From an optimization exercise on the open Yosys and OpenROAD flow, aimed at small area, a short achievable clock period and few clock cycles per item; shortcuts taken in it are not production practice.
RTL that was checked went through simulation tests only; none was proved equivalent to the original.
No functional check of the RTL was part of runs 1, 4 and 7.
Power is estimated from default activity; no workload was simulated.

File: run.sh
#!/bin/bash
# synth_recipe.tcl (not shown) runs the flow's synth.tcl, then flattens the netlist and writes it again
# the make line also repeats each setting of config.mk as NAME=value (left out here)
make -C /OpenROAD-flow-scripts/flow DESIGN_CONFIG=/design/flow/config.mk WORK_HOME=/design/flow/orfs CLKGATE_MAP_FILE= SYNTH_SCRIPT=/design/flow/synth_recipe.tcl finish
File: config.mk
export PLATFORM = sky130hd
export DESIGN_NAME = ex_mem_top
export DESIGN_NICKNAME = ex_mem_top
export VERILOG_FILES = /design/flow/design.v
export SDC_FILE = /design/flow/constraint.sdc
export NUM_CORES = 4
export LEC_CHECK = 0
export CAP_MARGIN = 20
export CORE_MARGIN = 2
export CORE_UTILIZATION = 60
export CTS_BUF_LIST = sky130_fd_sc_hd__clkbuf_4 sky130_fd_sc_hd__clkbuf_8
export SETUP_SLACK_MARGIN = 2.8
export SLEW_MARGIN = 20
export TNS_END_PERCENT = 100
File: constraint.sdc
create_clock -name core_clock -period 5.0 [get_ports {clk_in}]
set_input_delay 1.0000 -clock core_clock [delete_from_list [all_inputs] [get_ports {clk_in}]]
set_output_delay 1.0000 -clock core_clock [all_outputs]
set_load 0.01 [all_outputs]
File: design.v
`default_nettype none
package pipe_pkg;
    typedef logic [4:0] reg_addr_t;
    typedef logic [31:0] word_t;
    typedef logic [31:0] inst_addr_t;
    typedef logic [31:0] data_addr_t;
    typedef enum logic [3:0] {
        ADD = 4'd0,
        SUB = 4'd1,
        AND = 4'd2,
        OR  = 4'd3,
        XOR = 4'd4,
        SLT = 4'd5,
        SLL = 4'd6,
        SRL = 4'd7,
        BEQ = 4'd8,
        BNE = 4'd9,
        LW  = 4'd10,
        SW  = 4'd11,
        NOP = 4'd12
    } cmd_t;
    typedef struct packed {
        cmd_t       cmd;
        inst_addr_t pc;
        word_t      rs1;
        word_t      rs2;
        word_t      imm;
        reg_addr_t  rd;
    } issue_t;
    typedef struct packed {
        cmd_t       cmdtype;
        reg_addr_t  rsd_addr;
        word_t      rsd_data;
        logic       write_rsd;
        logic       branch;
        inst_addr_t branch_address;
        data_addr_t mem_addr;
        logic       mem_read;
    } ex_mem_t;
    typedef struct packed {
        reg_addr_t rd;
        word_t     data;
    } wb_t;
    typedef logic [5:0] stall_t;
    localparam int STALL_EX  = 3;
    localparam int STALL_MEM = 4;
endpackage
`default_nettype wire
`timescale 1ns/1ps
`default_nettype none
module ex_mem_top #(
    parameter int DMEM_WORDS = 16
) (
    input  logic        clk_in,
    input  logic        reset,
    input  logic        rdy_in,
    input  logic [3:0]  issue_cmd,
    input  logic [31:0] issue_pc,
    input  logic [31:0] issue_rs1,
    input  logic [31:0] issue_rs2,
    input  logic [31:0] issue_imm,
    input  logic [4:0]  issue_rd,
    input  logic        issue_strobe,
    output logic        ex_busy,
    output logic [4:0]  wb_rd,
    output logic [31:0] wb_data,
    output logic        wb_strobe,
    output logic        branch_taken,
    output logic [31:0] branch_target
);
    localparam logic [3:0] C_ADD = 4'd0;
    localparam logic [3:0] C_SUB = 4'd1;
    localparam logic [3:0] C_AND = 4'd2;
    localparam logic [3:0] C_OR  = 4'd3;
    localparam logic [3:0] C_XOR = 4'd4;
    localparam logic [3:0] C_SLT = 4'd5;
    localparam logic [3:0] C_SLL = 4'd6;
    localparam logic [3:0] C_SRL = 4'd7;
    localparam logic [3:0] C_BEQ = 4'd8;
    localparam logic [3:0] C_BNE = 4'd9;
    localparam logic [3:0] C_LW  = 4'd10;
    localparam logic [3:0] C_SW  = 4'd11;
    assign ex_busy = !rdy_in;
    logic accept;
    assign accept = issue_strobe && rdy_in;
    logic        d_br, d_sll, d_shift, d_inv, d_sw, d_wb, d_taken;
    logic [31:0] d_rs1, d_a, d_b;
    logic [5:0]  d_addr;
    always_comb begin
        d_br    = (issue_cmd == C_BEQ) || (issue_cmd == C_BNE);
        d_sll   = (issue_cmd == C_SLL);
        d_shift = (issue_cmd == C_SLL) || (issue_cmd == C_SRL);
        d_inv   = (issue_cmd == C_SUB) || (issue_cmd == C_SLT);
        d_sw    = (issue_cmd == C_SW);
        d_wb    = (issue_cmd <= C_SRL) || (issue_cmd == C_LW);
        d_taken = ((issue_rs1 == issue_rs2) == (issue_cmd == C_BEQ)) && d_br;
        d_addr  = issue_rs1[5:0] + issue_imm[5:0];
        for (int i = 0; i < 32; i++) d_rs1[i] = d_sll ? issue_rs1[31-i] : issue_rs1[i];
        if (d_shift && issue_rs2[4]) d_rs1 = {16'd0, d_rs1[31:16]};
        d_a = d_br ? issue_pc : (d_sw ? 32'd0 : d_rs1);
        d_b = d_br ? issue_imm : (d_inv ? ~issue_rs2 : issue_rs2);
    end
    logic        s_wb, s_br, s_sw;
    logic [31:0] s_a, s_p;
    logic        s_cin, s_and, s_xor;
    logic        s_sum, s_slt, s_srl, s_sll;
    logic [15:0] s_sel;
    logic [3:0]  s_sh;
    logic [4:0]  s_rd;
    always_ff @(posedge clk_in) begin
        if (reset) begin
            s_wb <= 1'b0;
            s_br <= 1'b0;
            s_sw <= 1'b0;
        end else begin
            s_wb <= accept && d_wb;
            s_br <= accept && d_taken;
            s_sw <= accept && d_sw;
        end
    end
    always_ff @(posedge clk_in) begin
        s_a   <= d_a;
        s_p   <= d_a ^ d_b;
        s_cin <= d_inv;
        s_and <= (issue_cmd == C_AND) || (issue_cmd == C_OR);
        s_xor <= (issue_cmd == C_XOR) || (issue_cmd == C_OR);
        s_sum <= (issue_cmd == C_ADD) || (issue_cmd == C_SUB) || d_br;
        s_slt <= (issue_cmd == C_SLT);
        s_srl <= (issue_cmd == C_SRL);
        s_sll <= d_sll;
        for (int w = 0; w < 16; w++)
            s_sel[w] <= (d_addr[5:2] == 4'(w)) && ((issue_cmd == C_LW) || d_sw);
        s_sh  <= issue_rs2[3:0];
        s_rd  <= issue_rd;
    end
    logic [31:0] dmem [DMEM_WORDS];
    logic [31:0] gn, pg, pp, ng, np, sum, lg, sh, sh_rev, rdata, result;
    logic        lt;
    int          j;
    always_comb begin
        gn = s_a & ~s_p;
        pg = gn;
        pp = s_p;
        pg[0] = s_p[0] ? s_cin : s_a[0];
        for (int l = 0; l < 5; l++) begin
            ng = pg;
            np = pp;
            for (int i = 0; i < 32; i++) begin
                if ((i >> l) & 1) begin
                    j = ((i >> l) << l) - 1;
                    ng[i] = pg[i] | (pp[i] & pg[j]);
                    np[i] = pp[i] & pp[j];
                end
            end
            pg = ng;
            pp = np;
        end
        sum = s_p ^ {pg[30:0], s_cin};
        lg  = ({32{s_and}} & gn) | ({32{s_xor}} & s_p);
        lt  = s_p[31] ? !pg[30] : s_a[31];
        sh  = s_a >> s_sh;
        for (int i = 0; i < 32; i++) sh_rev[i] = sh[31-i];
        rdata = '0;
        for (int w = 0; w < 16; w++) rdata = rdata | ({32{s_sel[w]}} & dmem[w]);
        result = ({32{s_sum}} & sum) | lg | {31'd0, s_slt & lt} |
                 ({32{s_srl}} & sh) | ({32{s_sll}} & sh_rev) |
                 rdata;
    end
    always_ff @(posedge clk_in) begin
        for (int w = 0; w < 16; w++) begin
            if (s_sw && s_sel[w]) dmem[w] <= s_p;
        end
    end
    logic        pend_wb, pend_br;
    logic [31:0] res;
    logic [4:0]  res_rd;
    always_ff @(posedge clk_in) begin
        if (reset) begin
            wb_strobe    <= 1'b0;
            branch_taken <= 1'b0;
            pend_wb      <= 1'b0;
            pend_br      <= 1'b0;
        end else begin
            wb_strobe    <= rdy_in && (s_wb || pend_wb);
            branch_taken <= rdy_in && (s_br || pend_br);
            pend_wb      <= !rdy_in && (s_wb || pend_wb);
            pend_br      <= !rdy_in && (s_br || pend_br);
        end
    end
    always_ff @(posedge clk_in) begin
        if (s_wb || s_br) begin
            res    <= result;
            res_rd <= s_rd;
        end
    end
    assign wb_data       = res;
    assign branch_target = res;
    assign wb_rd         = res_rd;
endmodule
`default_nettype wire
==> impl_results.md, run 1 <==
- CTS tree: yes
- Period minus WS final: 2.659 ns
- Max-cap violation count: 0
- Register area share after synthesis: 0.6789
- Last weighted congestion value of the routability-driven placer: 0.9666
- Number of synthesized flops with an enable pin: 549
- Reg2reg end: res[18]$_DFFE_PP_
- WL met2: 44,740 um
- Crit path capture type: register
- Cell variety after synth: 72
- I/O pins: 213
- Metal-1 WL: 33,840 um
- Hpwl dp: 58,770 um
- First-pass GRT wire length: 135,600 um
- Critical Path End: res[18]$_DFFE_PP_
- Arrival time of the worst setup path: 3.08 ns
- Tot GR Track Use: 0.4061
- Fillcell total: 2,758
- Worst setup path startpoint: s_p[0]$_DFF_P_
- Post-DR vias/cell: 6.964
- Post-synthesis mux area share: 0.04181
- Switching Share: 0.2732
- Sequential share of power: 0.493
- Layout cell share with drive strength beyond 1: 0.2880
- Worst path required time: 5.42 ns
- Starting Density: 0.6046
- Hold Slack: 0.4050 ns
- Highest Signal Layer: met5
- Netlist Area Pre-Place: 27,320 sq um
- Vias: 20,570
- Cell-by-cell trace of the critical path: mux2i_4 -> a41oi_4 -> a31oi_4 -> buf_6 -> o31a_4 -> o211ai_1 -> xor2_1 -> a221o_1
- Startpoint type of the worst setup path: register
- GRT overflow: 0
- Final-report hold violation count: 0
- # hold bufs at CTS: 0
- CTS buffer count: 98
- Clock root cell: clkbuf_8
- Pwr per Cell Area: 392.0 nW/um^2
- Syn Nets: 2,073
- DRT iter0 DRCs: 3,192
- Initial antenna violation count: 5
- R2R Setup Slk: 2.34 ns
- Hold crit path type: register to register
- Critical path depth: 8
- FF-to-FF path depth: 8
- DR WL met3: 12,520 um
- Final core utilization: 0.7572
- Clk pin slew, worst setup/hold paths: 0.06 ns
- Most common cell after layout, fill and taps aside: edfxtp_1
- Max Buffers Root-to-Sink: 3
- Std cell rows: 78
- Post-route antenna net violation count: 0
- Buf+Inv Stages, Crit Path: 1
- Die Width: 217.4 um
- Worst Path Max Fanout: 4
- Logic pwr share: 0.157
- P_sw: 3665 uW
- Relative slew slack: 0.2291
- Adder-cell share of the synthesized area: 0.001832
- Die ar.: 47,260 sq um
- Critical Setup Path Class: register to register
- Slew Viols, Final: 0
- Wire length per cell: 33.00 um
- Layout area overhead: 25.23%
- Clock Latency Late Sink: 0.73 ns
- Cells after Synth: 1,928
- Outcome: complete, no violations
- Least-Margin Pin Slew: 1.156 ns
- Fraction of registers with async set/reset: 0
- H-tree depth: 3
- Post-Route WL: 97,460 um
- Sink Count: 652
- Main synth FF type: edfxtp_1
- Setup TNS Final: 0 ns
- Worst vdd ir: 293.3 uV
- Post-Synth Simple-Gate Area: 0.06718
- Tcrit/Tclk final: 0.5317
- Fmax achieved: 376.1 MHz
- Vias in the first global route: 19,810
- Synth Area per Inst: 14.17 sq um
- Total power: 13,410 uW
- Clock share of power: 0.350
- Chip Height: 217.4 um
- Post-Synth XOR/XNOR Area: 0.04232
- Most frequent cells in the layout: 549 x edfxtp_1, 126 x a22oi_1, 125 x clkdlybuf4s50_1, 125 x buf_4, 113 x clkbuf_8
- Largest net degree at the start of global routing: 42
- RSZ-0062 raised after global routing: true
- Core box area: 45,190 sq um
- Number of I/O port buffers: 212
- Final setup vio count: 0
- Largest family of logic cells by synthesized area: compound AO/OA/AOI/OAI gates
- Nets: 2,414
- Reg2reg start: s_p[0]$_DFF_P_
- CP top delay family: compound AO/OA/AOI/OAI gates
- # DRC: 0
- Clk_skew: 0.03403 ns
- CP max stage cell: a221o_1
- #FFs+latches synth: 652
- CP max stage delay: 0.42 ns
- Static Leak: 0.01180 uW
- Internal Power: 9749 uW
- Synth Warn #: 2
- TritonRoute pass-1 iters: 9
- Compound-Gate Fraction of Synth Area: 0.1403
-- repair_timing --
action / in CTS / in global routing
gates cloned: 5 / 0
gates resized for setup: 500 / 138
setup endpoints to repair: 310 / 141
pin swaps: 34 / 42
buffers inserted: 78 / 43
-- layout make-up --
cell class / instances / area, sq um / area share
sequential: 652 / 18700 / 0.5466
multi-input combinational: 1113 / 9085 / 0.2655
timing repair buffer: 385 / 3427 / 0.1002
clock buffer: 142 / 1767 / 0.05163
tap: 600 / 750.7 / 0.02194
clock inverter: 40 / 376.6 / 0.01101
inverter: 19 / 103.9 / 0.003035
antenna: 2 / 5.005 / 0.0001463
-- synth_stat cells (16+ instances only) --
| cell | count | area (sq um) |
|---|---|---|
| edfxtp_1 | 549 | 16490 |
| a22oi_1 | 126 | 945.9 |
| nor2_1 | 116 | 435.4 |
| dfxtp_1 | 103 | 2062 |
| clkbuf_1 | 93 | 349.1 |
| a21oi_1 | 83 | 415.4 |
| xnor2_1 | 83 | 727.0 |
| nand2_1 | 77 | 289.0 |
| o21ai_0 | 65 | 325.3 |
| mux2i_1 | 61 | 610.6 |
| a221oi_1 | 53 | 464.2 |
| xor2_1 | 49 | 429.2 |
| a22o_1 | 47 | 411.6 |
| nand4_1 | 40 | 250.2 |
| a222oi_1 | 39 | 390.4 |
| buf_4 | 32 | 240.2 |
| nand3_1 | 28 | 140.1 |
| nor2b_1 | 24 | 150.1 |
| and2_1 | 23 | 143.9 |
| mux4_2 | 20 | 450.4 |
| inv_1 | 16 | 60.06 |
-- registers in the layout (all words and copies together) (netlist names), 4 cells and up --
signal  flops
s_sel      16
res        32
dmem      512
s_sh        4
s_p        32
s_rd        5
s_a        32
res_rd      5
-- cells by family after synthesis --
kind of cell,count (synthesis)
xor+xnor,132
compound gates,514
mux,88
simple gates,373
flops,652
buf+inv,165
fa+ha+maj,4
-- worst register-to-register path, cell delays in order, from the launching register on --
cell and delay, ns:
dfxtp_4 0.35, mux2i_4 0.20, a41oi_4 0.31, a31oi_4 0.21, buf_6 0.17, o31a_4 0.28
o211ai_1 0.26, xor2_1 0.18, a221o_1 0.42
-- power groups by stage --
stage	sequential (uW)	clock, uW	combinational, uW
6_report	6610	4690	2110
5_1_grt	6600	4920	2180
4_1_cts	6630	4690	1740
3_5_place_dp	6810	0	1340
3_3_place_gp	6790	0	1330
2_1_floorplan	6560	0	872
-- metrics by stage --
| step | cell area (sq um) | std cells | setup slack (ns) |
|---|---|---|---|
| 5_1_grt | 34210 | 2952 | 2.353 |
| 3_5_place_dp | 30050 | 2643 | 1.405 |
| 6_report | 34220 | 2953 | 2.341 |
| 2_1_floorplan | 27610 | 1928 | 2.527 |
| 4_1_cts | 33320 | 2908 | 2.465 |
| 3_3_place_gp | 30050 | 2643 | 1.470 |
-- how the worst min path moves through the flow --
stage                               start  cells after the start                  end  slack (ns)
final                     s_rd[0]$_DFF_P_                      0  res_rd[0]$_DFFE_PP_        0.41
after global routing      s_rd[0]$_DFF_P_                      0  res_rd[0]$_DFFE_PP_        0.41
after CTS                 s_rd[0]$_DFF_P_                      0  res_rd[0]$_DFFE_PP_        0.40
after detailed placement  s_rd[0]$_DFF_P_                      0  res_rd[0]$_DFFE_PP_        0.39
after global placement    s_rd[1]$_DFF_P_                      0  res_rd[1]$_DFFE_PP_        0.39
after floorplan           s_rd[0]$_DFF_P_                      0  res_rd[0]$_DFFE_PP_        0.39
-- routing by layer --
layer / track usage / vias to the layer above
li1: - / 8336
met1: 0.5404 / 10050
met2: 0.6314 / 1789
met3: 0.09378 / 385
met4: 0.2075 / 4
met5: 0 / -
==> inputs of run 2 (changes only) <==
--- a/design.v
+++ b/design.v
@@ -102,7 +102,7 @@
     end
     logic        s_wb, s_br, s_sw;
     logic [31:0] s_a, s_p;
-    logic        s_cin, s_and, s_xor;
+    logic        s_cin, s_g0, s_and, s_xor;
     logic        s_sum, s_slt, s_srl, s_sll;
     logic [15:0] s_sel;
     logic [3:0]  s_sh;
@@ -122,6 +122,7 @@
         s_a   <= d_a;
         s_p   <= d_a ^ d_b;
         s_cin <= d_inv;
+        s_g0  <= (d_a[0] ^ d_b[0]) ? d_inv : d_a[0];
         s_and <= (issue_cmd == C_AND) || (issue_cmd == C_OR);
         s_xor <= (issue_cmd == C_XOR) || (issue_cmd == C_OR);
         s_sum <= (issue_cmd == C_ADD) || (issue_cmd == C_SUB) || d_br;
@@ -141,7 +142,7 @@
         gn = s_a & ~s_p;
         pg = gn;
         pp = s_p;
-        pg[0] = s_p[0] ? s_cin : s_a[0];
+        pg[0] = s_g0;
         for (int l = 0; l < 5; l++) begin
             ng = pg;
             np = pp;
--- a/config.mk
+++ b/config.mk
@@ -7,8 +7,9 @@
 export LEC_CHECK = 0
 export CAP_MARGIN = 20
 export CORE_MARGIN = 2
-export CORE_UTILIZATION = 60
-export CTS_BUF_LIST = sky130_fd_sc_hd__clkbuf_4 sky130_fd_sc_hd__clkbuf_8
+export CORE_UTILIZATION = 65
+export CTS_CLUSTER_DIAMETER = 60
+export CTS_CLUSTER_SIZE = 20
 export SETUP_SLACK_MARGIN = 2.8
 export SLEW_MARGIN = 20
 export TNS_END_PERCENT = 100
==> run 2 against run 1 <==
Compared with the run above: final cell count decreased by 3.1%; critical path type unchanged; worst hold slack improved by 0.0060 ns; routed wire length is 4.6% higher; sequential power fell by 0.9%; core utilization increased by 6.0 points; register-to-register slack better by 0.18 ns; area after synthesis increased by 1.5%; combinational power up 9%.
==> impl_results.md, run 2 <==
- Relative slew slack: 0.2050
- Layout area overhead: 23.97%
- Largest net degree at the start of global routing: 69
- Initial antenna violation count: 3
- #FFs+latches synth: 653
- Synth Warn #: 2
- Post-Route WL: 101,900 um
- Clk_skew: 0.03225 ns
- Number of I/O port buffers: 212
- Hold crit path type: register to register
- Netlist Area Pre-Place: 27,730 sq um
- Synth Area per Inst: 13.97 sq um
- CTS tree: yes
- FF-to-FF path depth: 9
- Last weighted congestion value of the routability-driven placer: 1.020
- Layout cell share with drive strength beyond 1: 0.2778
- CTS buffer count: 44
- Post-DR vias/cell: 7.492
- Most frequent cells in the layout: 549 x edfxtp_1, 131 x a22oi_1, 127 x buf_4
- Synth area leaders: edfxtp_1 59%, dfxtp_1 7.5%, a22oi_1 3.7%
- Fraction of registers with async set/reset: 0
- Synth area leader: edfxtp_1
- Vias in the first global route: 20,170
- Cell variety after synth: 89
- DRT iter0 DRCs: 3,992
- Die Width: 210.5 um
- Wire length per cell: 35.62 um
- CP max stage delay: 0.59 ns
- CP max stage cell: mux2i_1
- Worst Path Max Fanout: 6
- Startpoint type of the worst setup path: register
- Worst vdd ir: 357.5 uV
- Period minus WS final: 2.476 ns
- Max Buffers Root-to-Sink: 3
- H-tree depth: 2
- Final-report hold violation count: 0
- Register area share after synthesis: 0.6697
- Top reg by flops: dmem
- Vias: 21,440
- Final setup vio count: 0
- Reg2reg start: s_sh[0]$_DFF_P_
- Cell-by-cell trace of the critical path: buf_12 -> mux2i_1 -> nor3_1 -> a21oi_2 -> mux2i_1 -> nand2_1 -> o21ai_1 -> nor3_2 -> o221ai_2
- TritonRoute pass-1 iters: 10
- Pwr per Cell Area: 363.4 nW/um^2
- Std cell rows: 75
- Clock root cell: clkbuf_16
- Post-synth top cells: 549 x edfxtp_1, 138 x a22oi_1, 114 x nor2_1
- Crit path capture type: register
- # DRC: 0
- RSZ-0062 raised after global routing: true
- Tot GR Track Use: 0.4452
- Register Area: 18,750 sq um
- Starting Density: 0.6595
- Worst path required time: 5.36 ns
- Hpwl dp: 58,400 um
- Most common cell after layout, fill and taps aside: edfxtp_1
- Most common cell on crit path: mux2i_1
- Setup TNS Final: 0 ns
- GRT overflow: 0
- Hold path depth: 0
- Critical Setup Path Class: register to register
- Number of synthesized flops with an enable pin: 549
- Multi-input logic area: 9398 sq um
- Nets: 2,438
- Tcrit/Tclk final: 0.4951
- Count leader, synth: edfxtp_1
- Die ar.: 44,320 sq um
- Outcome: complete, no violations
- Least-Margin Pin Slew: 1.192 ns
- Slew Viols, Final: 0
- Syn Nets: 2,130
- Static Leak: 0.01179 uW
- Chip Height: 210.5 um
- Max-cap violation count: 0
- Cells after Synth: 1,985
- Arrival time of the worst setup path: 2.84 ns
- Post-route antenna net violation count: 0
- Clock Latency Late Sink: 0.63 ns
- Number of flip-flops in the largest register: 512
- Fillcell total: 2,248
- Hold Slack: 0.4110 ns
- Fmax achieved: 404.0 MHz
- Worst setup path startpoint: s_sh[0]$_DFF_P_
- Main synth FF type: edfxtp_1
- Clk pin slew, worst setup/hold paths: 0.08 ns
- I/O pins: 213
- First-pass GRT wire length: 138,700 um
- Post-synth top area share: 0.5946
- Sink Count: 653
- Worst Min Path Start: s_rd[2]$_DFF_P_
- Core box area: 42,040 sq um
run 2: cell count changes in the layout (fill, tap and decap cells not counted), sizes merged, moves of 9 or more:
cell	delta
clkdlybuf4s50	-20
buf	+25
nand4	+9
inv	+11
nand2	+27
a22oi	+12
clkbuf	-83
o21ai	+11
clkinv	-21
dlygate4sd2	+21
run 2: final cells by class:
cell class                      instances  area share
Sequential cell                       653      0.5456
Multi-Input combinational cell       1157      0.2734
Timing Repair Buffer                  417      0.1186
Clock buffer                           57     0.03404
Tap cell                              539     0.01962
Clock inverter                         18    0.005788
Inverter                               20    0.002912
Antenna cell                            1  0.00007281
run 2: cells by family (layout without fill, tap and decap cells):
logic type      count (synthesis)  in the layout  share of synthesized area
flops                         653            653                     0.6697
buf+inv                       176            512                    0.03069
compound gates                523            523                     0.1413
xor+xnor                      126            126                    0.03980
mux                            93             93                    0.04508
other cells                     0              1                          0
simple gates                  410            411                    0.07157
fa+ha+maj                       4              4                   0.001805
run 2: timing repair:
action / in CTS / in global routing
resized for setup: 591 / 141
hold buffers: 0 / 0
gates cloned: 10 / 3
pin swaps: 51 / 55
setup endpoints to repair: 289 / 126
buffers inserted: 104 / 45
run 2: report_power, final:
| part | leakage, uW | switching, uW | internal [uW] | total (uW) |
|---|---|---|---|---|
| Combinational | 0.00529 | 1340 | 958 | 2300 |
| Clock | 0.000665 | 1930 | 1720 | 3650 |
| Sequential | 0.00584 | 313 | 6230 | 6550 |
run 2: per-layer routing:
layer	vias to the layer above	GRT usage	share of wire	routed length (um)
li1	8429	-	-	-
met1	10250	0.5844	0.32	32910
met2	2259	0.6727	0.44	44980
met3	506	0.1208	0.15	15690
met4	4	0.2637	0.082	8331
met5	-	0	0.00025	25
run 2: path summary, 6_finish.rpt:
kind                              end  slack [ns]
setup / recovery    res[18]$_DFFE_PP_        2.52
hold / removal    res_rd[2]$_DFFE_PP_        0.41
setup reg to reg    res[18]$_DFFE_PP_        2.52
hold reg to reg   res_rd[2]$_DFFE_PP_        0.41
run 2: through the flow:
step / total power, uW / area, sq um / util / setup slack, ns / cells
finish: 12490 / 34370 / 0.8176 / 2.524 / 2862
global route: 12690 / 34370 / 0.8175 / 2.495 / 2861
CTS: 12090 / 33380 / 0.7940 / 2.578 / 2813
detailed placement: 8209 / 30190 / 0.7182 / 1.629 / 2624
global placement: 8173 / 30190 / 0.7182 / 1.634 / 2624
floorplan: 7480 / 27840 / - / 2.527 / 1985
run 2: worst max-delay path: cells and delay by family (launching register included):
kind                   cells  cell delay [ns]
AO/OA/AOI/OAI              3             0.48
AND/OR/NAND/NOR            3             0.44
multiplexers               2             0.76
buffers and inverters      1             0.13
flip-flops                 1             0.40
Testbench counts of run 2, summed over its fixed seeds: cycles 16,016, ops 16,000.
==> inputs of run 3 (changes only) <==
--- a/config.mk
+++ b/config.mk
@@ -7,9 +7,10 @@
 export LEC_CHECK = 0
 export CAP_MARGIN = 20
 export CORE_MARGIN = 2
-export CORE_UTILIZATION = 65
-export CTS_CLUSTER_DIAMETER = 60
-export CTS_CLUSTER_SIZE = 20
+export CORE_UTILIZATION = 60
+export CTS_BUF_LIST = sky130_fd_sc_hd__clkbuf_8
+export CTS_CLUSTER_DIAMETER = 50
+export CTS_CLUSTER_SIZE = 16
 export SETUP_SLACK_MARGIN = 2.8
 export SLEW_MARGIN = 20
 export TNS_END_PERCENT = 100
==> run 3 against run 2 <==
Compared with the run above: flip-flop and latch count unchanged; synthesized cell count did not move; worst setup slack better by 0.033 ns; power decreased by 6.3%; worst hold slack better by 0.0046 ns; die area rose by 8.2%; largest power group unchanged; clock power fell by 16%; critical path depth is 1 lower; clock skew increased by 0.0054 ns; routed wire length shrank 3.8%; fmax rose by 1.4%; cell area shrank 2.4%.
==> impl_results.md, run 3 <==
- Max-cap violation count: 0
- Most frequent cells in the layout: 549 x edfxtp_1, 137 x a22oi_1, 124 x clkdlybuf4s50_1
- First-pass GRT wire length: 137,800 um
- Fillcell total: 2,946
- Placed cell count: 2,692
- Largest net degree at the start of global routing: 50
- # DRC: 0
- Vias: 20,510
- DRT iter0 DRCs: 3,272
- Clock root cell: clkbuf_8
- Post-DR vias/cell: 7.079
- Final-report hold violation count: 0
- # hold bufs at CTS: 0
- Die Width: 219.0 um
- Hold crit path type: register to register
- Relative slew slack: 0.2131
- Std cell rows: 78
- Number of I/O port buffers: 212
- I/O pins: 213
- Chip Height: 219.0 um
- CTS tree: yes
- Reg2reg end: res[26]$_DFFE_PP_
- Startpoint type of the worst setup path: register
- Syn Nets: 2,130
- Starting Density: 0.6096
- Final setup vio count: 0
- Least-Margin Pin Slew: 1.180 ns
- RSZ-0062 raised after global routing: true
- Netlist Area Pre-Place: 27,730 sq um
- Static Leak: 0.01144 uW
- Worst Min Path Start: s_rd[2]$_DFF_P_
- Post-Route WL: 98,060 um
- Hold path depth: 0
- Reg2reg start: s_p[1]$_DFF_P_
- Tcrit/Tclk final: 0.4884
- Post-route antenna net violation count: 0
- Crit path capture type: register
- Worst path required time: 5.50 ns
- Slew Viols, Final: 0
- Clock Latency Late Sink: 0.71 ns
- Layout area overhead: 21.05%
- Fraction of registers with async set/reset: 0
- Clk_skew: 0.03765 ns
- R2R Setup Slk: 2.56 ns
- Final core utilization: 0.7380
- Critical Setup Path Class: register to register
- Main synth FF type: edfxtp_1
- Synth Area per Inst: 13.97 sq um
- Worst Path Max Fanout: 5
- Post-synth top area share: 0.5946
- Synth area leader: edfxtp_1
- Worst Hold Path EP: res_rd[2]$_DFFE_PP_
- Most common cell after layout, fill and taps aside: edfxtp_1
- H-tree depth: 2
- Vias in the first global route: 19,640
- Post-synth top cells: 549 x edfxtp_1, 138 x a22oi_1, 114 x nor2_1
- Nets: 2,406
- Hpwl dp: 59,730 um
- GRT overflow: 0
- Cell variety after synth: 89
- Sink Count: 653
- Die ar.: 47,940 sq um
- Pwr per Cell Area: 348.7 nW/um^2
- Max Buffers Root-to-Sink: 3
- Count leader, synth: edfxtp_1
- Layout Cells excl Fill: 2,897
- Top reg by flops: dmem
- Fmax achieved: 409.5 MHz
- Outcome: complete, no violations
- Tot GR Track Use: 0.4088
- Initial antenna violation count: 2
- Synth Warn #: 2
- Cell area after layout: 33,560 sq um
- Total power: 11,700 uW
- Worst vdd ir: 357.7 uV
- Cells after Synth: 1,985
- Layout cell share with drive strength beyond 1: 0.2511
- Core box area: 45,480 sq um
- Wire length per cell: 33.85 um
- Last weighted congestion value of the routability-driven placer: 1.022
- FF-to-FF path depth: 8
- CTS buffer count: 52
- Clk pin slew, worst setup/hold paths: 0.10 ns
- TritonRoute pass-1 iters: 6
- Setup TNS Final: 0 ns
- Period minus WS final: 2.442 ns
- Multi-input logic area: 9256 sq um
- Arrival time of the worst setup path: 2.94 ns
- Synth area leaders: edfxtp_1 59%, dfxtp_1 7.5%, a22oi_1 3.7%
- Register area share after synthesis: 0.6697
- Number of flip-flops in the largest register: 512
- Register Area: 18,710 sq um
- #FFs+latches synth: 653
- Placed cell areas: 30,310 sq um
- Number of synthesized flops with an enable pin: 549
[run 3: changes by cell type in the layout (fill, tap and decap cells not counted), moves of 13 or more]
cell	delta
buf_4	-21
dfxtp_4	-13
dlygate4sd2_1	-23
clkbuf_8	+54
clkdlybuf4s50_1	+19
inv_1	+16
clkbuf_16	-47
[run 3: cell families after synthesis]
group                      after synthesis  share of synthesized area
DFF                                    653                     0.6697
AOI/OAI and AO/OA                      523                     0.1413
and+or+nand+nor                        410                    0.07157
buffers and inverters                  176                    0.03069
xor gates and xnor gates               126                    0.03980
muxes                                   93                    0.04508
adders and majority gates                4                   0.001805
[run 3: worst max-delay path: stages, from the launching register on]
cell and delay, ns:
dfxtp_4 0.40, mux2i_4 0.29, nor2_4 0.08, o2111ai_4 0.34
a21oi_4 0.12, o21ai_4 0.28, nand2_4 0.15, mux2_4 0.34
o221ai_4 0.24
[run 3: through the flow]
| step | setup WS (ns) | hold slack, ns |
|---|---|---|
| 6_report | 2.558 | 0.4156 |
| 5_1_grt | 2.498 | 0.4263 |
| 4_1_cts | 2.581 | 0.4170 |
| 3_5_place_dp | 1.555 | 0.3945 |
| 3_3_place_gp | 1.616 | 0.3864 |
| 2_1_floorplan | 2.527 | 0.3855 |
[run 3: power by group]
part	internal [uW]	total, uW	switching, uW	leakage [uW]
Clock	1280	3070	1790	0.000607
Combinational	862	2100	1240	0.00500
Sequential	6230	6530	303	0.00583
Total	8370	11700	3330	0.0114
[run 3: how the worst max path moves through the flow]
stage	start	endpoint	slack [ns]	cells past startpoint
2_1_floorplan	issue_rs1[1]	s_sel[10]$_DFF_P_	2.53	9
3_3_place_gp	issue_cmd[1]	s_g0$_DFF_P_	1.62	10
3_5_place_dp	issue_cmd[2]	s_p[16]$_DFF_P_	1.56	7
4_1_cts	s_sh[0]$_DFF_P_	res[14]$_DFFE_PP_	2.58	8
5_1_grt	s_sh[0]$_DFF_P_	res[7]$_DFFE_PP_	2.50	8
6_report	s_p[1]$_DFF_P_	res[26]$_DFFE_PP_	2.56	8
[run 3: per-layer routing]
layer / GRT usage / part of all wire / up-vias
li1: - / - / 8354
met1: 0.5540 / 0.36 / 10100
met2: 0.6233 / 0.46 / 1729
met3: 0.09647 / 0.13 / 325
met4: 0.2072 / 0.062 / 2
met5: 0 / 0.00013 / -
[run 3: cell type report]
cell class	instances	share of cell area
clock buffers	56	0.02296
repair buffers	377	0.1093
inverters	20	0.003020
well taps	600	0.02237
flip-flops and latches	653	0.5573
clock inverters	31	0.009022
diodes	3	0.0002237
multi-input cells	1157	0.2758
[run 3: timing repair]
action                                  in CTS  in global routing
pin swaps                                   50                 40
cloned                                      10                  0
gates resized for setup                    573                 95
hold endpoints to repair                     0                  0
buffers inserted                            85                 20
endpoints found under the setup margin     281                152
==> inputs of run 4 (changes only) <==
--- a/design.v
+++ b/design.v
@@ -97,6 +97,8 @@
         d_addr  = issue_rs1[5:0] + issue_imm[5:0];
         for (int i = 0; i < 32; i++) d_rs1[i] = d_sll ? issue_rs1[31-i] : issue_rs1[i];
         if (d_shift && issue_rs2[4]) d_rs1 = {16'd0, d_rs1[31:16]};
+        if (d_shift && issue_rs2[3]) d_rs1 = {8'd0, d_rs1[31:8]};
+        if (d_shift && issue_rs2[2]) d_rs1 = {4'd0, d_rs1[31:4]};
         d_a = d_br ? issue_pc : (d_sw ? 32'd0 : d_rs1);
         d_b = d_br ? issue_imm : (d_inv ? ~issue_rs2 : issue_rs2);
     end
@@ -105,7 +107,7 @@
     logic        s_cin, s_g0, s_and, s_xor;
     logic        s_sum, s_slt, s_srl, s_sll;
     logic [15:0] s_sel;
-    logic [3:0]  s_sh;
+    logic [1:0]  s_sh;
     logic [4:0]  s_rd;
     always_ff @(posedge clk_in) begin
         if (reset) begin
@@ -131,7 +133,7 @@
         s_sll <= d_sll;
         for (int w = 0; w < 16; w++)
             s_sel[w] <= (d_addr[5:2] == 4'(w)) && ((issue_cmd == C_LW) || d_sw);
-        s_sh  <= issue_rs2[3:0];
+        s_sh  <= issue_rs2[1:0];
         s_rd  <= issue_rd;
     end
     logic [31:0] dmem [DMEM_WORDS];
==> run 4 against run 3 <==
Compared with the run above: still clean; area after synthesis rose by 0.20%; clock power decreased by 4%; global-route usage up 0.33 points; worst setup slack worse by 0.12 ns; critical endpoint is now res[28]$_DFFE_PP_; largest power group unchanged.
==> impl_results.md, run 4 <==
- Outcome: complete, no violations
- Setup TNS Final: 0 ns
- Post-synth top area share: 0.5934
- Most common cell after layout, fill and taps aside: edfxtp_1
- Post-route antenna net violation count: 0
- FF-to-FF path depth: 8
- Chip Height: 219.2 um
- Nets: 2,429
- TritonRoute pass-1 iters: 10
- Buf+Inv Stages, Crit Path: 1
- Post-Synth XOR/XNOR Area: 0.04099
- Crit path capture type: register
- Placed cell count: 2,698
- H-tree depth: 2
- Sink Count: 651
- Adder-cell share of the synthesized area: 0.001802
- Clock root cell: clkbuf_8
- Last weighted congestion value of the routability-driven placer: 0.9329
- CP max stage cell: dfxtp_4
- Least-Margin Pin Slew: 0.7961 ns
- Tcrit/Tclk final: 0.5123
- Die ar.: 48,040 sq um
- Top reg by flops: dmem
- Reg2reg start: s_p[5]$_DFF_P_
- I/O pins: 213
- Die Width: 219.2 um
- Wire length per cell: 34.59 um
- RSZ-0062 raised after global routing: true
- Synth area leader: edfxtp_1
- Vias in the first global route: 19,910
- Syn Nets: 2,127
- Post-DR vias/cell: 7.242
- Cell area after layout: 33,840 sq um
- Post-synth top cells: 549 x edfxtp_1, 152 x a22oi_1, 107 x nand2_1
- Tot GR Track Use: 0.4121
- Max Buffers Root-to-Sink: 3
- Compound-Gate Fraction of Synth Area: 0.1488
- Startpoint type of the worst setup path: register
- CTS tree: yes
- Arrival time of the worst setup path: 3.05 ns
- Clk_skew: 0.04369 ns
- Netlist Area Pre-Place: 27,780 sq um
- Synth Area per Inst: 14.02 sq um
- R2R Setup Slk: 2.44 ns
- GRT overflow: 0
- Final-report hold violation count: 0
- #FFs+latches synth: 651
- Hold crit path type: register to register
- Worst Min Path Start: s_rd[4]$_DFF_P_
- DRT iter0 DRCs: 4,067
- Largest family of logic cells by synthesized area: compound AO/OA/AOI/OAI gates
- Cells after Synth: 1,982
- Most frequent cells in the layout: 549 x edfxtp_1, 152 x a22oi_1, 141 x buf_4
- Static Leak: 0.01142 uW
- Core box area: 45,580 sq um
- Placed cell areas: 30,570 sq um
- Clk pin slew, worst setup/hold paths: 0.10 ns
- First-pass GRT wire length: 138,900 um
- Starting Density: 0.6095
- Number of I/O port buffers: 212
- Initial antenna violation count: 2
- Reg2reg end: res[28]$_DFFE_PP_
- Relative slew slack: 0.4693
- Worst Hold Path EP: res_rd[4]$_DFFE_PP_
- Layout area overhead: 21.82%
- CP max stage delay: 0.43 ns
- Fmax achieved: 390.4 MHz
- Post-Synth Simple-Gate Area: 0.07837
- Worst path required time: 5.49 ns
- Hold path depth: 0
- Count leader, synth: edfxtp_1
- Most common cell on crit path: o21ai_4
- Number of synthesized flops with an enable pin: 549
- # DRC: 0
- Critical Setup Path Class: register to register
- Slew Viols, Final: 0
- Cell-by-cell trace of the critical path: and2b_4 -> o32a_1 -> and2_4 -> or3_4 -> o21ai_4 -> buf_12 -> o21ai_4 -> o211ai_1
- Max-cap violation count: 0
- CTS buffer count: 53
- CP top delay family: compound AO/OA/AOI/OAI gates
- Synth Warn #: 2
- Post-Route WL: 101,100 um
- Layout Cells excl Fill: 2,923
- Clock Latency Late Sink: 0.71 ns
- Vias: 21,170
- Post-synthesis mux area share: 0.03256
- Cell variety after synth: 79
- Pwr per Cell Area: 345.9 nW/um^2
- Number of flip-flops in the largest register: 512
- Period minus WS final: 2.562 ns
- Fraction of registers with async set/reset: 0
- Register area share after synthesis: 0.6669
- Synth area leaders: edfxtp_1 59%, dfxtp_1 7.4%, a22oi_1 4.1%
- Final setup vio count: 0
- Main synth FF type: edfxtp_1
- Worst Path Max Fanout: 4
- Std cell rows: 78
- Worst vdd ir: 284.4 uV
- Hpwl dp: 62,250 um
- Layout cell share with drive strength beyond 1: 0.2697
- Largest net degree at the start of global routing: 53
[run 4: power breakdown]
group          total [uW]  internal [uW]  switching (uW)
Combinational        2100            897            1200
Sequential           6670           6270             403
Clock                2940           1110            1830
Total               11700           8270            3430
[run 4: metrics by stage]
| step | utilization | hold WS, ns | worst slack (ns) | total power (uW) |
|---|---|---|---|---|
| 5_1_grt | 0.7424 | 0.4224 | 2.460 | 11960 |
| 3_3_place_gp | 0.6706 | 0.3857 | 1.181 | 8189 |
| 2_1_floorplan | - | 0.3855 | 2.357 | 7524 |
| 6_report | 0.7425 | 0.4174 | 2.438 | 11700 |
| 3_5_place_dp | 0.6706 | 0.3902 | 1.168 | 8237 |
| 4_1_cts | 0.7178 | 0.4116 | 2.541 | 11370 |
[run 4: cell type report]
| cell class | instances | area, sq um |
|---|---|---|
| flip-flops and latches | 651 | 18670 |
| fillers | 2866 | 11740 |
| multi-input cells | 1153 | 9497 |
| repair buffers | 406 | 3831 |
| well taps | 600 | 750.7 |
| clock buffers | 54 | 743.2 |
| clock inverters | 38 | 266.5 |
| inverters | 19 | 73.82 |
| diodes | 2 | 5.005 |
[run 4: cell families after synthesis]
group,count (synthesis)
flops,651
compound gates,532
simple gates,431
buf+inv,180
xor+xnor,130
mux,54
fa+ha+maj,4
[run 4: worst max path at each step]
stage                                start                end  slack, ns  cells after the start
final                       s_p[5]$_DFF_P_  res[28]$_DFFE_PP_       2.44                      8
after global routing        s_p[5]$_DFF_P_  res[28]$_DFFE_PP_       2.46                      9
after CTS                 res[0]$_DFFE_PP_   branch_target[0]       2.54                      1
after detailed placement      issue_cmd[1]     s_p[1]$_DFF_P_       1.17                      8
after global placement        issue_cmd[1]    s_p[23]$_DFF_P_       1.18                      7
after floorplan               issue_cmd[3]    s_p[19]$_DFF_P_       2.36                      9
[run 4: metal layers]
| layer | share of wire | track usage | up-vias |
|---|---|---|---|
| met5 | 0.0014 | 0 | - |
| met4 | 0.061 | 0.1849 | 4 |
| met3 | 0.15 | 0.09660 | 464 |
| met2 | 0.45 | 0.6346 | 2029 |
| met1 | 0.34 | 0.5634 | 10210 |
| li1 | - | - | 8458 |
[run 4: timing repair]
| action | 4_1_cts | 5_1_grt |
|---|---|---|
| buffers inserted | 69 | 51 |
| pin swaps | 53 | 67 |
| setup endpoints to repair | 445 | 287 |
| gates resized for setup | 534 | 142 |
| gates cloned | 6 | 5 |
| hold buffers | 0 | 0 |
==> inputs of run 5 (changes only) <==
--- a/design.v
+++ b/design.v
@@ -97,8 +97,6 @@
         d_addr  = issue_rs1[5:0] + issue_imm[5:0];
         for (int i = 0; i < 32; i++) d_rs1[i] = d_sll ? issue_rs1[31-i] : issue_rs1[i];
         if (d_shift && issue_rs2[4]) d_rs1 = {16'd0, d_rs1[31:16]};
-        if (d_shift && issue_rs2[3]) d_rs1 = {8'd0, d_rs1[31:8]};
-        if (d_shift && issue_rs2[2]) d_rs1 = {4'd0, d_rs1[31:4]};
         d_a = d_br ? issue_pc : (d_sw ? 32'd0 : d_rs1);
         d_b = d_br ? issue_imm : (d_inv ? ~issue_rs2 : issue_rs2);
     end
@@ -107,7 +105,7 @@
     logic        s_cin, s_g0, s_and, s_xor;
     logic        s_sum, s_slt, s_srl, s_sll;
     logic [15:0] s_sel;
-    logic [1:0]  s_sh;
+    logic [3:0]  s_sh;
     logic [4:0]  s_rd;
     always_ff @(posedge clk_in) begin
         if (reset) begin
@@ -133,7 +131,7 @@
         s_sll <= d_sll;
         for (int w = 0; w < 16; w++)
             s_sel[w] <= (d_addr[5:2] == 4'(w)) && ((issue_cmd == C_LW) || d_sw);
-        s_sh  <= issue_rs2[1:0];
+        s_sh  <= issue_rs2[3:0];
         s_rd  <= issue_rd;
     end
     logic [31:0] dmem [DMEM_WORDS];
==> flow/run.sh (new file) <==
#!/bin/bash
set -euo pipefail
bash standard.sh \
  BUFFER_PORTS_ARGS="-buffer_cell sky130_fd_sc_hd__buf_1" \
  CTS_ARGS="-sink_clustering_enable -repair_clock_nets -sink_clustering_size 28 -sink_clustering_max_diameter 60 -buf_list sky130_fd_sc_hd__clkbuf_16 -dont_use_dummy_load" \
  MATCH_CELL_FOOTPRINT=0 \
  finish > standard_make.log 2>&1
==> standard.sh (new file) <==
#!/bin/bash
# synth_recipe.tcl (not shown) runs the flow's synth.tcl, then flattens the netlist and writes it again
# the make line also repeats each setting of config.mk as NAME=value (left out here)
make -C /OpenROAD-flow-scripts/flow DESIGN_CONFIG=/design/flow/config.mk WORK_HOME=/design/flow/orfs CLKGATE_MAP_FILE= SYNTH_SCRIPT=/design/flow/synth_recipe.tcl "${@:-finish}"
removed: run.sh
==> run 5 against run 4 <==
Compared with the run above: still clean; first-iteration DRC count is 20% lower; routed wire length is 0.22% lower; sequential power is 1% lower; worst setup slack better by 0.13 ns; critical endpoint is now res[15]$_DFFE_PP_; highest routed layer unchanged.
==> impl_results.md, run 5 <==
- Post-route antenna net violation count: 0
- Post-synth top area share: 0.5946
- Tot GR Track Use: 0.4122
- Largest family of logic cells by synthesized area: compound AO/OA/AOI/OAI gates
- CTS buffer count: 42
- Period minus WS final: 2.429 ns
- Nets: 2,424
- Static Leak: 0.01097 uW
- Std cell rows: 78
- Post-Synth XOR/XNOR Area: 0.03980
- Max Buffers Root-to-Sink: 3
- Arrival time of the worst setup path: 2.76 ns
- Post-Route WL: 100,900 um
- Synth Area per Inst: 13.97 sq um
- Compound-Gate Fraction of Synth Area: 0.1413
- Final-report hold violation count: 0
- Final setup vio count: 0
- Count leader, synth: edfxtp_1
- Clock root cell: clkbuf_16
- Layout area overhead: 19.22%
- Placed cell areas: 29,010 sq um
- CTS tree: yes
- Post-DR vias/cell: 7.174
- Crit path capture type: register
- Slew Viols, Final: 0
- Netlist Area Pre-Place: 27,730 sq um
- First-pass GRT wire length: 138,200 um
- Clk_skew: 0.1121 ns
- Adder-cell share of the synthesized area: 0.001805
- Chip Height: 219.0 um
- Vias: 20,670
- Cells after Synth: 1,985
- Layout cell share with drive strength beyond 1: 0.2433
- Post-Synth Simple-Gate Area: 0.07157
- Last weighted congestion value of the routability-driven placer: 1.026
- Least-Margin Pin Slew: 1.194 ns
- Number of I/O port buffers: 212
- Top reg by flops: dmem
- Cell area after layout: 33,050 sq um
- Most common cell after layout, fill and taps aside: edfxtp_1
- Die Width: 219.0 um
- Outcome: complete, no violations
- Synth area leader: edfxtp_1
- # DRC: 0
- Hold Slack: 0.4124 ns
- Synth Warn #: 2
- Syn Nets: 2,130
- Wire length per cell: 35.02 um
- CP max stage cell: dfxtp_4
- Clk pin slew, worst setup/hold paths: 0.10 ns
- Tcrit/Tclk final: 0.4859
- Main synth FF type: edfxtp_1
- CP max stage delay: 0.39 ns
- Number of synthesized flops with an enable pin: 549
- #FFs+latches synth: 653
- Fmax achieved: 411.7 MHz
- Sink Count: 653
- Final core utilization: 0.7268
- CP top delay family: compound AO/OA/AOI/OAI gates
- Worst path required time: 5.33 ns
- Core box area: 45,480 sq um
- DRT iter0 DRCs: 3,271
- Largest net degree at the start of global routing: 68
- # hold bufs at CTS: 0
- Setup TNS Final: 0 ns
- I/O pins: 213
- Max-cap violation count: 0
- Worst vdd ir: 289.7 uV
- RSZ-0062 raised after global routing: true
- Fraction of registers with async set/reset: 0
- Post-synthesis mux area share: 0.04508
- Die ar.: 47,940 sq um
- Pwr per Cell Area: 358.6 nW/um^2
- Hpwl dp: 59,940 um
- Cell-by-cell trace of the critical path: buf_12 -> a22o_1 -> a221oi_2 -> nand4_1 -> a211oi_2 -> o221ai_1 -> a211o_1
- Buf+Inv Stages, Crit Path: 1
- TritonRoute pass-1 iters: 9
- Clock Latency Late Sink: 0.63 ns
- GRT overflow: 0
- Relative slew slack: 0.2040
- Most frequent cells in the layout: 549 x edfxtp_1, 187 x buf_1, 132 x a22oi_1
- Startpoint type of the worst setup path: register
- Cell variety after synth: 89
- Post-synth top cells: 549 x edfxtp_1, 138 x a22oi_1, 114 x nor2_1
- Vias in the first global route: 19,570
- Synth area leaders: edfxtp_1 59%, dfxtp_1 7.5%, a22oi_1 3.7%
- Worst Path Max Fanout: 7
- Hold crit path type: register to register
- Number of flip-flops in the largest register: 512
- Critical Setup Path Class: register to register
- Starting Density: 0.6096
- Register area share after synthesis: 0.6697
- H-tree depth: 2
- Initial antenna violation count: 1
==> run 5: cell types whose count changed after synthesis, sizes merged, moves of 11 or more <==
cell | previous run | this run
a211oi | 20 | 7
a21oi | 73 | 84
a222oi | 50 | 39
a22oi | 152 | 138
and2 | 37 | 22
mux2i | 24 | 64
nor2 | 95 | 116
o211ai | 17 | 4
o21ai | 45 | 77
o221ai | 21 | 9
==> run 5: cell families after synthesis <==
group / Yosys count
AO/OA/AOI/OAI: 523
XOR/XNOR: 126
AND/OR/NAND/NOR: 410
buffers and inverters: 176
multiplexers: 93
adder cells (fa/ha/maj): 4
flip-flops: 653
==> run 5: worst reg2reg max path, delay by kind of cell (launching register included) <==
family | cells | cell delay [ns]
buffers and inverters | 1 | 0.16
AOI/OAI and AO/OA | 5 | 1.34
and+or+nand+nor | 1 | 0.27
DFF | 1 | 0.39
==> run 5: what timing repair did <==
action / in CTS / in global routing
setup endpoints to repair: 405 / 92
pin swaps: 50 / 57
cloned: 7 / 5
gates resized for setup: 276 / 156
setup buffers: 100 / 31
==> run 5: layout make-up <==
type,count,area (sq um)
antenna,4,10.01
clock buffer,42,1051
fill,3024,12430
inverter,20,98.84
multi-input combinational,1158,9423
sequential,653,18750
tap,600,750.7
timing repair buffer,404,2974
==> run 5: per-stage QoR <==
stage / total power [uW] / cells / worst slack [ns]
final: 11850 / 2881 / 2.571
after global routing: 12110 / 2877 / 2.578
after CTS: 11560 / 2841 / 2.614
after detailed placement: 8144 / 2692 / 1.715
after global placement: 8118 / 2691 / 1.709
after floorplan: 7480 / 1985 / 2.527
==> run 5: power breakdown <==
group	switching (uW)	leakage, uW	internal [uW]
Clock	1680	0.000518	1490
Combinational	1250	0.00461	846
Sequential	354	0.00584	6240
==> run 5: path summary, 6_finish.rpt <==
check                         to             start  slack, ns  depth (start not counted)
max            res[15]$_DFFE_PP_  s_sel[6]$_DFF_P_       2.57                          7
min reg2reg  res_rd[4]$_DFFE_PP_   s_rd[4]$_DFF_P_       0.41                          0
max reg2reg    res[15]$_DFFE_PP_  s_sel[6]$_DFF_P_       2.57                          7
min          res_rd[4]$_DFFE_PP_   s_rd[4]$_DFF_P_       0.41                          0
==> run 5: routing by layer <==
metal / part of all wire / wire length [um] / vias up / track usage
met5: 0.00018 / 18 / - / 0
met4: 0.061 / 6138 / 2 / 0.1948
met3: 0.14 / 13930 / 361 / 0.09356
met2: 0.45 / 45880 / 1752 / 0.6389
met1: 0.35 / 34930 / 10170 / 0.5575
li1: - / - / 8385 / -
Testbench counts of run 5, summed over its fixed seeds: cycles 16,016, ops 16,000.
==> inputs of run 6 (changes only) <==
--- a/config.mk
+++ b/config.mk
@@ -11,6 +11,6 @@
 export CTS_BUF_LIST = sky130_fd_sc_hd__clkbuf_8
 export CTS_CLUSTER_DIAMETER = 50
 export CTS_CLUSTER_SIZE = 16
-export SETUP_SLACK_MARGIN = 2.8
+export SETUP_SLACK_MARGIN = 2.7
 export SLEW_MARGIN = 20
 export TNS_END_PERCENT = 100
==> run 6 against run 5 <==
Compared with the run above: still clean; global-route usage decreased by 1.9 points; clock power shrank 2%; sequential power about the same; sequential share of layout area grew 1.8 points; final cell count fell by 1.8%; critical path depth fell by 1; core utilization down 2.4 points; critical path type unchanged; critical endpoint is now res[23]$_DFFE_PP_; largest power group unchanged.
==> impl_results.md, run 6 <==
- Tcrit/Tclk final: 0.4864
- H-tree depth: 2
- Outcome: complete, no violations
- Fmax achieved: 411.2 MHz
- Main synth FF type: edfxtp_1
- Synth Area per Inst: 13.97 sq um
- Final-report hold violation count: 0
- Setup ws final: 2.568 ns
- Critical Setup Path Class: register to register
- Hold crit path type: register to register
- Relative slew slack: 0.3520
- Post-Place Worst Slack: 1.784 ns
- Cell variety after synth: 89
- Setup TNS Final: 0 ns
- Die Width: 219.0 um
- Vias: 20,210
- Syn Nets: 2,130
- Crit path capture type: register
- Core box area: 45,480 sq um
- Least-Margin Pin Slew: 0.9720 ns
- Worst vdd ir: 283.7 uV
- Synth Warn #: 2
- Cells after Synth: 1,985
- CTS buffer count: 41
- Die ar.: 47,940 sq um
- Layout area overhead: 15.25%
- Netlist Area Pre-Place: 27,730 sq um
- Worst Path Max Fanout: 33
- Hpwl dp: 59,610 um
- Layout cell share with drive strength beyond 1: 0.1831
- RSZ-0062 raised after global routing: true
- Number of flip-flops in the largest register: 512
- Worst Hold Path EP: res_rd[3]$_DFFE_PP_
- First-pass GRT wire length: 132,100 um
- Wire length per cell: 34.16 um
- Fillcell total: 3,085
- Top reg by flops: dmem
- Synth area leaders: edfxtp_1 59%, dfxtp_1 7.5%, a22oi_1 3.7%
- Clock Latency Late Sink: 0.60 ns
- Chip Height: 219.0 um
- # DRC: 0
- Reg2reg start: s_sel[10]$_DFF_P_
- Sink Count: 653
- Pwr per Cell Area: 362.3 nW/um^2
- R2R Setup Slk: 2.57 ns
- Number of synthesized flops with an enable pin: 549
- Startpoint type of the worst setup path: register
- Count leader, synth: edfxtp_1
- Post-Route WL: 96,650 um
- Layout Cells excl Fill: 2,829
- FF-to-FF path depth: 6
- Largest net degree at the start of global routing: 40
- Final setup vio count: 0
- Final core utilization: 0.7026
- Starting Density: 0.6096
- Most frequent cells in the layout: 549 x edfxtp_1, 204 x buf_1, 137 x a22oi_1
- Period minus WS final: 2.432 ns
- Clk_skew: 0.08316 ns
- DRT iter0 DRCs: 3,480
- Post-route antenna net violation count: 0
- Post-DR vias/cell: 7.143
- #FFs+latches synth: 653
- Reg2reg end: res[23]$_DFFE_PP_
- Register Area: 18,700 sq um
- Synth area leader: edfxtp_1
- Max Buffers Root-to-Sink: 3
- Placed cell count: 2,700
- Post-synth top cells: 549 x edfxtp_1, 138 x a22oi_1, 114 x nor2_1
- Worst path required time: 5.34 ns
- Arrival time of the worst setup path: 2.77 ns
- TritonRoute pass-1 iters: 6
- Most common cell after layout, fill and taps aside: edfxtp_1
- Clock root cell: clkbuf_16
- Nets: 2,375
- Register area share after synthesis: 0.6697
- Std cell rows: 78
- Hold path depth: 0
- CTS tree: yes
- # hold bufs at CTS: 0
- Last weighted congestion value of the routability-driven placer: 0.9948
- I/O pins: 213
- Number of I/O port buffers: 212
- Vias in the first global route: 18,750
- Static Leak: 0.01049 uW
- Tot GR Track Use: 0.3930
- Post-synth top area share: 0.5946
- Clk pin slew, worst setup/hold paths: 0.10 ns
- Worst Min Path Start: s_rd[3]$_DFF_P_
- Max-cap violation count: 0
- Fraction of registers with async set/reset: 0
- Slew Viols, Final: 0
- Multi-input logic area: 8904 sq um
- GRT overflow: 0
- Initial antenna violation count: 3
==> run 6: cell counts after synthesis <==
Identical to the previous run, type by type.
==> run 6: repair_timing <==
action | CTS | global route
endpoints found under the hold margin | 0 | 0
setup buffers | 35 | 40
pin swaps | 23 | 37
gates resized for setup | 186 | 116
setup endpoints to repair | 132 | 59
cloned | 7 | 5
==> run 6: through the flow <==
step | area (sq um) | total power (uW) | hold WS [ns]
finish | 31950 | 11580 | 0.4136
global route | 31950 | 11840 | 0.4199
CTS | 31090 | 11250 | 0.4136
detailed placement | 29040 | 8134 | 0.3927
global placement | 29040 | 8115 | 0.3857
floorplan | 27810 | 7471 | 0.3855
==> run 6: metal layers <==
layer	vias to the layer above	share of wire	GRT usage
met3	321	0.12	0.06736
met2	1643	0.46	0.6103
li1	8280	-	-
met4	4	0.059	0.1815
met5	-	0.00028	0
met1	9960	0.36	0.5472
==> run 6: kinds of logic (layout without fill, tap and decap cells) <==
logic type,count (synthesis),after routing,share of synthesized area
flip-flops,653,653,0.6697
adder cells (fa/ha/maj),4,4,0.001805
AND/OR/NAND/NOR,410,412,0.07157
multiplexers,93,93,0.04508
AO/OA/AOI/OAI,523,523,0.1413
buffers and inverters,176,417,0.03069
XOR/XNOR,126,126,0.03980
other,0,1,0
==> run 6: worst max path at each step <==
stage,start,endpoint,cells past startpoint
floorplan,issue_rs1[1],s_sel[10]$_DFF_P_,9
global placement,issue_cmd[1],s_p[16]$_DFF_P_,7
detailed placement,issue_cmd[1],s_p[8]$_DFF_P_,9
CTS,s_p[17]$_DFF_P_,res[27]$_DFFE_PP_,9
global route,s_sh[3]$_DFF_P_,res[0]$_DFFE_PP_,9
finish,s_sel[10]$_DFF_P_,res[23]$_DFFE_PP_,6
==> run 6: critical path: stages, from the launching register on <==
cell and delay, ns:
dfxtp_1 0.33, buf_8 0.19, a22o_1 0.29, a221oi_2 0.25, nand4_1 0.42, a2111oi_4 0.47, nand3_1 0.15
==> run 6: layout make-up <==
| cell class | instances | area share |
|---|---|---|
| repair buffers | 356 | 0.07734 |
| clock buffers | 41 | 0.03211 |
| multi-input cells | 1158 | 0.2786 |
| diodes | 1 | 0.00007831 |
| flip-flops and latches | 653 | 0.5852 |
| inverters | 20 | 0.003093 |
| well taps | 600 | 0.02349 |
==> run 6: power breakdown <==
part | switching (uW) | internal (uW) | total, uW
combinational | 1140 | 738 | 1870
clock | 1670 | 1450 | 3120
sequential | 346 | 6240 | 6580
total | 3150 | 8430 | 11600
==> inputs of run 7 (changes only) <==
--- a/design.v
+++ b/design.v
@@ -104,7 +104,7 @@
     logic [31:0] s_a, s_p;
     logic        s_cin, s_g0, s_and, s_xor;
     logic        s_sum, s_slt, s_srl, s_sll;
-    logic [15:0] s_sel;
+    logic [15:0] s_sel, s_ldh;
     logic [3:0]  s_sh;
     logic [4:0]  s_rd;
     always_ff @(posedge clk_in) begin
@@ -129,8 +129,10 @@
         s_slt <= (issue_cmd == C_SLT);
         s_srl <= (issue_cmd == C_SRL);
         s_sll <= d_sll;
-        for (int w = 0; w < 16; w++)
+        for (int w = 0; w < 16; w++) begin
             s_sel[w] <= (d_addr[5:2] == 4'(w)) && ((issue_cmd == C_LW) || d_sw);
+            s_ldh[w] <= (d_addr[5:2] == 4'(w)) && (issue_cmd == C_LW);
+        end
         s_sh  <= issue_rs2[3:0];
         s_rd  <= issue_rd;
     end
@@ -162,7 +164,7 @@
         sh  = s_a >> s_sh;
         for (int i = 0; i < 32; i++) sh_rev[i] = sh[31-i];
         rdata = '0;
-        for (int w = 0; w < 16; w++) rdata = rdata | ({32{s_sel[w]}} & dmem[w]);
+        for (int w = 0; w < 16; w++) rdata = rdata | ({{16{s_ldh[w]}}, {16{s_sel[w]}}} & dmem[w]);
         result = ({32{s_sum}} & sum) | lg | {31'd0, s_slt & lt} |
                  ({32{s_srl}} & sh) | ({32{s_sll}} & sh_rev) |
                  rdata;
==> run 7 against run 6 <==
Compared with the run above: register-to-register slack got worse by 0.46 ns; global-route usage hardly changed; sequential power grew 2%; non-clock buffer count increased by 2; area after synthesis is essentially flat; routed wire length fell by 0.46%; power decreased by 0.10%; fmax decreased by 16%; count of clock-buffer cells in the layout is 1 lower; first-iteration DRC count decreased by 12%; worst hold slack worse by 0.0036 ns; clock skew is 0.0026 ns higher.
==> impl_results.md, run 7 <==
- Largest net degree at the start of global routing: 95
- CTS tree: yes
- Wire length per cell: 33.85 um
- Hold crit path type: register to register
- Max Buffers Root-to-Sink: 3
- Most common cell after layout, fill and taps aside: edfxtp_1
- Cell variety after synth: 62
- #FFs+latches synth: 669
- Crit path capture type: register
- Worst Path Max Fanout: 33
- Least-Margin Pin Slew: 1.137 ns
- Synth area leaders: edfxtp_1 59%, dfxtp_1 8.7%, a22oi_1 2.8%
- CP max stage cell: nor3_1
- Max-cap violation count: 0
- Relative slew slack: 0.2417
- Post-route antenna net violation count: 0
- Slew Viols, Final: 0
- Fmax achieved: 346.1 MHz
- Netlist Area Pre-Place: 27,720 sq um
- Most common cell on crit path: nand2_1
- Arrival time of the worst setup path: 3.14 ns
- Die Width: 218.9 um
- Critical Setup Path Class: register to register
- Layout area overhead: 14.60%
- First-pass GRT wire length: 132,100 um
- Placed cell areas: 29,210 sq um
- Synth area leader: edfxtp_1
- Last weighted congestion value of the routability-driven placer: 0.9831
- Most frequent cells in the layout: 549 x edfxtp_1, 203 x buf_1, 116 x nand2_1
- Final-report hold violation count: 0
- Sink Count: 669
- CP top delay family: simple AND/OR/NAND/NOR gates
- RSZ-0062 raised after global routing: true
- Startpoint type of the worst setup path: register
- Chip Height: 218.9 um
- Worst vdd ir: 392.0 uV
- Number of synthesized flops with an enable pin: 549
- Post-synth top area share: 0.5947
- Register area share after synthesis: 0.6814
- Main synth FF type: edfxtp_1
- GRT overflow: 0
- Synth Area per Inst: 13.84 sq um
- Tot GR Track Use: 0.3932
- Layout cell share with drive strength beyond 1: 0.1727
- Number of I/O port buffers: 212
- Vias: 19,990
- Number of flip-flops in the largest register: 512
- Static Leak: 0.01036 uW
- Hpwl dp: 60,950 um
- CTS buffer count: 40
- Starting Density: 0.6095
- Layout Cells excl Fill: 2,842
- Nets: 2,388
- Placed cell count: 2,718
- Std cell rows: 78
- Post-DR vias/cell: 7.034
- Total power: 11,570 uW
- Cells after Synth: 2,003
- Pwr per Cell Area: 364.1 nW/um^2
- Clk pin slew, worst setup/hold paths: 0.09 ns
- Buf+Inv Stages, Crit Path: 2
- Cell area after layout: 31,770 sq um
- Synth Warn #: 2
- Vias in the first global route: 18,750
- Post-synth top cells: 549 x edfxtp_1, 125 x clkbuf_1, 123 x nand2_1, 123 x nor2_1, 120 x dfxtp_1
- Fraction of registers with async set/reset: 0
- Clock Latency Late Sink: 0.62 ns
- Outcome: complete, no violations
- Final setup vio count: 0
- Count leader, synth: edfxtp_1
- TritonRoute pass-1 iters: 10
- H-tree depth: 2
- Hold Slack: 0.4100 ns
- Die ar.: 47,930 sq um
- CP max stage delay: 0.74 ns
- Core box area: 45,480 sq um
- Post-Route WL: 96,210 um
- Worst path required time: 5.25 ns
- DRT iter0 DRCs: 3,077
- Clock root cell: clkbuf_16
- # DRC: 0
- Initial antenna violation count: 2
- Setup TNS Final: 0 ns
- Syn Nets: 2,148
- Fillcell total: 3,179
- I/O pins: 213
- Top reg by flops: dmem
- Cell-by-cell trace of the critical path: buf_4 -> inv_1 -> nand2_1 -> nor2_1 -> nand2_1 -> o211ai_1 -> nor3_1 -> o2111ai_1
- Tcrit/Tclk final: 0.5779
- Period minus WS final: 2.889 ns
- Clk_skew: 0.08579 ns
run 7: kinds of logic (layout without fill, tap and decap cells):
| kind of cell | Yosys count | in the layout | synth area share |
|---|---|---|---|
| AO/OA/AOI/OAI | 511 | 513 | 0.1359 |
| AND/OR/NAND/NOR | 421 | 422 | 0.07200 |
| multiplexers | 83 | 83 | 0.03787 |
| other | 0 | 1 | 0 |
| adder cells (fa/ha/maj) | 4 | 4 | 0.001806 |
| flip-flops | 669 | 669 | 0.6814 |
| XOR/XNOR | 133 | 133 | 0.04202 |
| buffers and inverters | 182 | 417 | 0.02898 |
run 7: cell type report:
| cell class | instances | area (sq um) | area share |
|---|---|---|---|
| Tap cell | 600 | 750.7 | 0.02363 |
| Timing Repair Buffer | 358 | 2150 | 0.06767 |
| Antenna cell | 1 | 2.502 | 0.00007877 |
| Clock buffer | 40 | 1001 | 0.03151 |
| Sequential cell | 669 | 18990 | 0.5978 |
| Inverter | 19 | 75.07 | 0.002363 |
| Multi-Input combinational cell | 1155 | 8797 | 0.2769 |
run 7: stage by stage:
step                setup WS, ns    util
CTS                        2.073  0.6851
finish                     2.111  0.6985
global route               2.054  0.6984
global placement           1.597  0.6422
detailed placement         1.572  0.6423
floorplan                  2.247       -
run 7: power by group:
part	switching, uW	internal [uW]
registers	343	6370
logic	1060	692
clock network	1680	1420
total	3090	8480
run 7: final timing paths:
| check | from | to | slack, ns | cells after the start |
|---|---|---|---|---|
| worst max register to register | s_sh[3]$_DFF_P_ | res[0]$_DFFE_PP_ | 2.11 | 8 |
| worst max-delay path | s_sh[3]$_DFF_P_ | res[0]$_DFFE_PP_ | 2.11 | 8 |
| worst min-delay path | s_rd[2]$_DFF_P_ | res_rd[2]$_DFFE_PP_ | 0.41 | 0 |
| worst min register to register | s_rd[2]$_DFF_P_ | res_rd[2]$_DFFE_PP_ | 0.41 | 0 |
run 7: what timing repair did:
item                       CTS  global route
gates resized for setup    147            89
setup endpoints to repair  139            86
pin swaps                   33            32
hold buffers                 0             0
cloned                       5             0
setup buffers               48            30
run 7: per-layer routing:
layer	wire (um)	vias up	part of all wire	global-route usage
met5	7	-	0.000073	0
met4	5165	2	0.054	0.1617
met3	11760	331	0.12	0.09397
met2	44950	1581	0.47	0.6214
met1	34330	9824	0.36	0.5283
li1	-	8253	-	-
run 7: worst register-to-register path: cells and delay by family, from the launching register on:
kind	cells	cell delay, ns
AO/OA/AOI/OAI	2	0.35
AND/OR/NAND/NOR	4	1.25
flip-flops	1	0.30
buffers and inverters	2	0.71

what the ideal ports hide:
How much do the figures lean on ideal ports? The routed layouts below were timed once more, with nothing changed but the port constraints. Step 1 sets driving cells, clkbuf_16 on the clock port and buf_2 on the other inputs (assumed; they add their load-dependent delay and slew). Step 2 times the ports against the registers' clock, not the clock port: input delays grow and output delays shrink by t, the midpoint of the rising clock arrivals with the driver on. Slacks: ideal / step 1 / step 2; pairs: ideal / step 1.
run | shift t [ns] | setup WS [ns] | worst setup path after step 2 | worst data-port slew with drivers (ns) | pins driven straight from the clock port
run 1 | 0.766 | 2.341 / 2.341 / 2.072 | input to register | 0.09 | 1
run 2 | 0.668 | 2.524 / 2.524 / 2.152 | input to register | 0.06 | 1
run 3 | 0.748 | 2.558 / 2.558 / 2.147 | input to register | 0.06 | 1
run 4 | 0.742 | 2.438 / 2.438 / 1.939 | input to register | 0.11 | 1
run 5 | 0.633 | 2.571 / 2.571 / 2.221 | input to register | 0.07 | 1
run 6 | 0.627 | 2.568 / 2.568 / 2.117 | input to register | 0.05 | 1
run 7 | 0.634 | 2.111 / 2.111 / 2.061 | input to register | 0.06 | 1
After both steps setup and hold are still met in every run listed. For run 4, which loses most, drivers alone change the setup slack by 0.000 ns; drivers and shift together by -0.499 ns.
